Background: an optimization exercise with open tools, aiming at small area. Do not read the settings as production practice. Only simulation tests tie the RTL to the original design; equivalence was not proved.

==> flow/design.v <==
package video_pkg;
	typedef struct packed {
		logic [7:0] red;
		logic [7:0] green;
		logic [7:0] blue;
	} pixel_t;
	typedef struct packed {
		pixel_t pixel;
		logic   sop;
		logic   eop;
	} video_beat_t;
	typedef logic [10:0] coord_t;
	typedef struct packed {
		logic   found;
		coord_t left;
		coord_t right;
		coord_t top;
		coord_t bottom;
	} box_t;
endpackage
package host_pkg;
	typedef logic [2:0] reg_addr_t;
	typedef logic [31:0] msg_word_t;
	typedef logic [4:0] fill_t;
endpackage
`timescale 1ns/10ps
module eee_imgproc (
	input  logic                clk,
	input  logic                reset_n,
	input  logic [23:0]         sink_data,
	input  logic                sink_valid,
	output logic                sink_ready,
	input  logic                sink_sop,
	input  logic                sink_eop,
	output logic [23:0]         source_data,
	output logic                source_valid,
	input  logic                source_ready,
	output logic                source_sop,
	output logic                source_eop,
	input  logic                mode,              
	input  logic                s_chipselect,
	input  logic                s_read,
	input  logic                s_write,
	input  host_pkg::reg_addr_t s_address,
	output logic [31:0]         s_readdata,
	input  logic [31:0]         s_writedata
);
	logic        hv;           
	logic [23:0] hd;
	logic        hsop;
	logic        heop;
	logic        held_ready;
	logic        advance;
	assign held_ready = ~source_valid | source_ready;
	assign sink_ready = ~hv | held_ready;
	assign advance    = hv & held_ready;
	always_ff @(posedge clk) begin
		if (!reset_n) begin
			hv <= 1'b0;
		end else if (sink_ready) begin
			hv <= sink_valid;
		end
	end
	always_ff @(posedge clk) begin
		if (sink_valid & sink_ready) begin
			hd   <= sink_data;
			hsop <= sink_sop;
			heop <= sink_eop;
		end
	end
	logic       video;
	logic [9:0] x;
	logic [8:0] y;
	logic [9:0] xmin, xmax;    
	logic [8:0] ymin, ymax;    
	logic       hit;
	logic       bright;
	logic       pix;
	logic       pixel_hit;
	logic       frame_done;
	logic       x_lt, x_gt;
	logic       init;
	logic       box_pend;      
	logic       found;
	logic [9:0] bl, br;
	logic [8:0] bt, bb;
	assign bright     = hd[23] & hd[15] & hd[7];
	assign init       = advance & hsop;
	assign pix        = advance & ~hsop & video;
	assign pixel_hit  = pix & bright;
	assign frame_done = pix & heop;
	assign hit        = ~&ymin;
	assign x_lt       = x < xmin;
	assign x_gt       = x > xmax;
	always_ff @(posedge clk) begin
		if (!reset_n) begin
			video <= 1'b0;
		end else if (init) begin
			video <= (hd[3:0] == 4'h0);
		end
	end
	always_ff @(posedge clk) begin
		if (advance) begin
			if (hsop) begin
				x <= '0;
				y <= '0;
			end else if (x == 10'd639) begin
				x <= '0;
				if (y != 9'd479) begin
					y <= y + 1'b1;
				end
			end else begin
				x <= x + 1'b1;
			end
		end
	end
	always_ff @(posedge clk) begin
		if (init | (pixel_hit & x_lt)) xmin <= x | {10{init}};
		if (init | (pixel_hit & x_gt)) xmax <= x & ~{10{init}};
		if (init | (pixel_hit & ~hit)) ymin <= y | {9{init}};
		if (init | pixel_hit)          ymax <= y & ~{9{init}};
	end
	always_ff @(posedge clk) begin
		if (!reset_n) begin
			box_pend <= 1'b0;
			found    <= 1'b0;
		end else begin
			box_pend <= frame_done;
			if (box_pend) begin
				found <= hit;
			end
		end
	end
	always_ff @(posedge clk) begin
		if (box_pend) begin
			bl <= xmin;
			br <= xmax;
			bt <= ymin;
			bb <= ymax;
		end
	end
	logic        on_edge;
	logic [7:0]  grey;
	logic [23:0] ovl;
	logic [23:0] bb_col;
	assign grey    = hd[15:9] + hd[23:18] + hd[7:2];
	assign on_edge = found & ((x == bl) | (x == br) | (y == bt) | (y == bb));
	always_comb begin
		ovl = hd;
		if (mode & video & ~hsop) begin
			if (on_edge) begin
				ovl = bb_col;
			end else if (bright) begin
				ovl = 24'hffffff;
			end else begin
				ovl = {grey, grey, grey};
			end
		end
	end
	always_ff @(posedge clk) begin
		if (!reset_n) begin
			source_valid <= 1'b0;
		end else if (held_ready) begin
			source_valid <= hv;
		end
	end
	always_ff @(posedge clk) begin
		if (advance) begin
			source_data <= ovl;
			source_sop  <= hsop;
			source_eop  <= heop;
		end
	end
	logic       wr_sel, rd_sel;
	logic       flush;
	logic       pop;
	logic       read_d;
	logic [7:0] status_byte;
	assign wr_sel = s_chipselect & s_write;
	assign rd_sel = s_chipselect & s_read;
	assign flush  = wr_sel & (s_address == 3'd0) & s_writedata[4];
	assign pop    = rd_sel & ~read_d & (s_address == 3'd1);
	always_ff @(posedge clk) begin
		if (!reset_n) begin
			status_byte <= 8'h00;
			bb_col      <= 24'h00ff00;
		end else if (wr_sel) begin
			if (s_address == 3'd0) begin
				status_byte <= {s_writedata[7:5], 1'b0, s_writedata[3:0]};
			end
			if (s_address == 3'd3) begin
				bb_col <= s_writedata[23:0];
			end
		end
	end
	logic [2:0]  frame_cnt;
	logic [1:0]  wr_step;     
	logic        start;
	logic        wr_en;
	logic        rd_en;
	logic [4:0]  fill;
	logic [10:0] hsel;        
	logic        wr_box;      
	logic        pop_box;     
	logic [1:0]  rph;         
	logic        pop_pend;    
	logic [18:0] ring [11];
	logic [18:0] wr_word;
	logic [18:0] rd_word;
	assign start = frame_done & ~flush & (frame_cnt == 3'd0) & (wr_step == 2'd0) &
		(fill <= 5'd13);
	assign wr_en = (wr_step != 2'd0) & ~flush;
	assign rd_en = pop & (fill != 5'd0) & ~flush;
	assign wr_box  = wr_en & (wr_step != 2'd1);
	assign pop_box = pop_pend & (rph != 2'd0);
	assign wr_word = wr_step[0] ? ({br, bb} & {19{~box_pend}}) : {bl, bt};
	always_ff @(posedge clk) begin
		if (!reset_n) begin
			frame_cnt <= '0;
			wr_step   <= 2'd0;
		end else begin
			if (flush) begin
				wr_step <= 2'd0;
			end else if (start) begin
				wr_step <= 2'd1;
			end else if (wr_step != 2'd0) begin
				wr_step <= wr_step + 1'b1;
			end
			if (start) begin
				frame_cnt <= 3'(6 - 1);
			end else if (frame_done && frame_cnt != '0) begin
				frame_cnt <= frame_cnt - 1'b1;
			end
		end
	end
	always_ff @(posedge clk) begin
		if (!reset_n || flush) begin
			fill <= '0;
			hsel <= '0;
			rph  <= '0;
		end else begin
			if (wr_en && !rd_en) begin
				fill <= fill + 1'b1;
			end else if (rd_en && !wr_en) begin
				fill <= fill - 1'b1;
			end
			if (wr_box && !pop_box) begin
				hsel <= {hsel[9:0], ~|hsel};
			end else if (pop_box && !wr_box) begin
				hsel <= {1'b0, hsel[10:1]};
			end
			if (pop_pend) begin
				rph <= (rph == 2'd2) ? 2'd0 : rph + 1'b1;
			end
		end
	end
	always_ff @(posedge clk) begin
		if (wr_box) begin
			ring[0] <= wr_word;
			for (int i = 1; i < 11; i++) begin
				ring[i] <= ring[i-1];
			end
		end
	end
	logic       st_q, msg_q, id_q, col_q;    
	logic [4:0] fill_q;
	logic [31:0] msg_word;
	always_ff @(posedge clk) begin
		read_d   <= rd_sel;
		pop_pend <= rd_en;
		st_q     <= (s_address == 3'd0);
		msg_q    <= (s_address == 3'd1);
		id_q     <= (s_address == 3'd2);
		col_q    <= (s_address == 3'd3);
		fill_q   <= fill;
	end
	logic        msg_box;
	logic        msg_tag;
	logic        is_l;
	assign msg_box = msg_q & (rph != 2'd0);
	assign msg_tag = msg_q & (rph == 2'd0);
	assign is_l    = rph[0];
	always_comb begin
		rd_word = '0;
		for (int i = 0; i < 11; i++) begin
			rd_word = rd_word | (ring[i] & {19{hsel[i] & msg_box}});
		end
	end
	assign msg_word = {5'd0, is_l & (&rd_word[18:9]), rd_word[18:9],
		5'd0, {2{is_l & (&rd_word[8:0])}}, rd_word[8:0]} | (32'h00004242 & {32{msg_tag}});
	assign s_readdata = ({16'h0000, 3'b000, fill_q, status_byte} & {32{st_q}}) |
		msg_word | (32'h1234EEE2 & {32{id_q}}) |
		({8'h00, bb_col} & {32{col_q}});
endmodule
==> flow/config.mk <==
export PLATFORM = sky130hd
export DESIGN_NAME = eee_imgproc
export DESIGN_NICKNAME = eee_imgproc
export VERILOG_FILES = /design/flow/design.v
export SDC_FILE = /design/flow/constraint.sdc
export NUM_CORES = 4
export LEC_CHECK = 0
export CAP_MARGIN = 5
export CORE_MARGIN = 2
export CORE_UTILIZATION = 40
export SLEW_MARGIN = 5
==> flow/constraint.sdc <==
create_clock -name core_clock -period 5.0 [get_ports {clk}]
set_input_delay 1.0000 -clock core_clock [delete_from_list [all_inputs] [get_ports {clk}]]
set_output_delay 1.0000 -clock core_clock [all_outputs]
set_load 0.01 [all_outputs]
standard.sh (not shown) runs the stock make flow with config.mk's settings and CLKGATE_MAP_FILE= SYNTH_SCRIPT=/design/flow/synth_recipe.tcl, a recipe that flattens the netlist after the stock synthesis.
==> flow/flow/run.sh <==
#!/bin/bash
# Standard ORFS layout, with small port buffers and a clock tree without dummy loads.
set -euo pipefail
bash standard.sh synth > synth.log 2>&1
export BUFFER_PORTS_ARGS="-buffer_cell sky130_fd_sc_hd__buf_1"
export CTS_ARGS="-sink_clustering_enable -repair_clock_nets -dont_use_dummy_load -buf_list sky130_fd_sc_hd__clkbuf_4 -sink_clustering_size 10 -sink_clustering_max_diameter 45 -sink_buffer_max_cap_derate 0.05"
bash standard.sh finish > layout.log 2>&1
Next try:
--- a/flow/design.v
+++ b/flow/design.v
@@ -196,26 +196,23 @@
 	logic [2:0]  frame_cnt;
 	logic [1:0]  wr_step;     
 	logic        start;
 	logic        wr_en;
 	logic        rd_en;
 	logic [4:0]  fill;
-	logic [10:0] hsel;        
-	logic        wr_box;      
-	logic        pop_box;     
+	logic [3:0]  wp;          
+	logic [10:0] rsel;        
 	logic [1:0]  rph;         
 	logic        pop_pend;    
 	logic [18:0] ring [11];
 	logic [18:0] wr_word;
 	logic [18:0] rd_word;
 	assign start = frame_done & ~flush & (frame_cnt == 3'd0) & (wr_step == 2'd0) &
 		(fill <= 5'd13);
 	assign wr_en = (wr_step != 2'd0) & ~flush;
 	assign rd_en = pop & (fill != 5'd0) & ~flush;
-	assign wr_box  = wr_en & (wr_step != 2'd1);
-	assign pop_box = pop_pend & (rph != 2'd0);
 	assign wr_word = wr_step[0] ? ({br, bb} & {19{~box_pend}}) : {bl, bt};
 	always_ff @(posedge clk) begin
 		if (!reset_n) begin
 			frame_cnt <= '0;
 			wr_step   <= 2'd0;
 		end else begin
@@ -233,36 +230,35 @@
 			end
 		end
 	end
 	always_ff @(posedge clk) begin
 		if (!reset_n || flush) begin
 			fill <= '0;
-			hsel <= '0;
+			wp   <= '0;
+			rsel <= 11'd1;
 			rph  <= '0;
 		end else begin
 			if (wr_en && !rd_en) begin
 				fill <= fill + 1'b1;
 			end else if (rd_en && !wr_en) begin
 				fill <= fill - 1'b1;
 			end
-			if (wr_box && !pop_box) begin
-				hsel <= {hsel[9:0], ~|hsel};
-			end else if (pop_box && !wr_box) begin
-				hsel <= {1'b0, hsel[10:1]};
+			if (wr_en && wr_step != 2'd1) begin
+				wp <= (wp == 4'd10) ? 4'd0 : wp + 1'b1;
 			end
 			if (pop_pend) begin
 				rph <= (rph == 2'd2) ? 2'd0 : rph + 1'b1;
-			end
-		end
-	end
-	always_ff @(posedge clk) begin
-		if (wr_box) begin
-			ring[0] <= wr_word;
-			for (int i = 1; i < 11; i++) begin
-				ring[i] <= ring[i-1];
-			end
+				if (rph != 2'd0) begin
+					rsel <= {rsel[9:0], rsel[10]};
+				end
+			end
+		end
+	end
+	always_ff @(posedge clk) begin
+		if (wr_en && wr_step != 2'd1) begin
+			ring[wp] <= wr_word;
 		end
 	end
 	logic       st_q, msg_q, id_q, col_q;    
 	logic [4:0] fill_q;
 	logic [31:0] msg_word;
 	always_ff @(posedge clk) begin
@@ -280,13 +276,13 @@
 	assign msg_box = msg_q & (rph != 2'd0);
 	assign msg_tag = msg_q & (rph == 2'd0);
 	assign is_l    = rph[0];
 	always_comb begin
 		rd_word = '0;
 		for (int i = 0; i < 11; i++) begin
-			rd_word = rd_word | (ring[i] & {19{hsel[i] & msg_box}});
+			rd_word = rd_word | (ring[i] & {19{rsel[i] & msg_box}});
 		end
 	end
 	assign msg_word = {5'd0, is_l & (&rd_word[18:9]), rd_word[18:9],
 		5'd0, {2{is_l & (&rd_word[8:0])}}, rd_word[8:0]} | (32'h00004242 & {32{msg_tag}});
 	assign s_readdata = ({16'h0000, 3'b000, fill_q, status_byte} & {32{st_q}}) |
 		msg_word | (32'h1234EEE2 & {32{id_q}}) |
Result:
- routed wire length is higher by about 5%
- cell area came out higher by about 0.7%
- non-clock buffer count grows by 10
- core utilization goes up by 0.21 points
- clock-buffer cell count went down by 2
- via count climbs by about 2.2%

==> port drivers added, routing unchanged <==
In the flow no input, the clock included, has a driving cell. The finished layouts below were timed again as built, in two steps.
Step 1 (the two cells are an assumption about what drives the block):
set clk [get_ports {clk}]
set_driving_cell -lib_cell sky130_fd_sc_hd__clkbuf_16 $clk
set_driving_cell -lib_cell sky130_fd_sc_hd__buf_2 [delete_from_list [all_inputs] $clk]
Step 2 moves the port delays by t, midway between the first and last clock arrival at a register: inputs arrive t later, outputs are due t later. That takes back most of the time a late clock gives input paths.
a / b / c = ideal / step 1 / step 2; a / b = the first two.
run | t (ns) | setup slack, ns | clock arrival spread, ns | pins driven straight from the clock port
the first run | 0.755 | 0.161 / 0.116 / 0.871 | 0.129 / 0.130 | 1
the second run | 0.777 | 0.320 / 0.270 / 1.047 | 0.079 / 0.079 | 1
After both steps setup and hold are still met in every run listed.
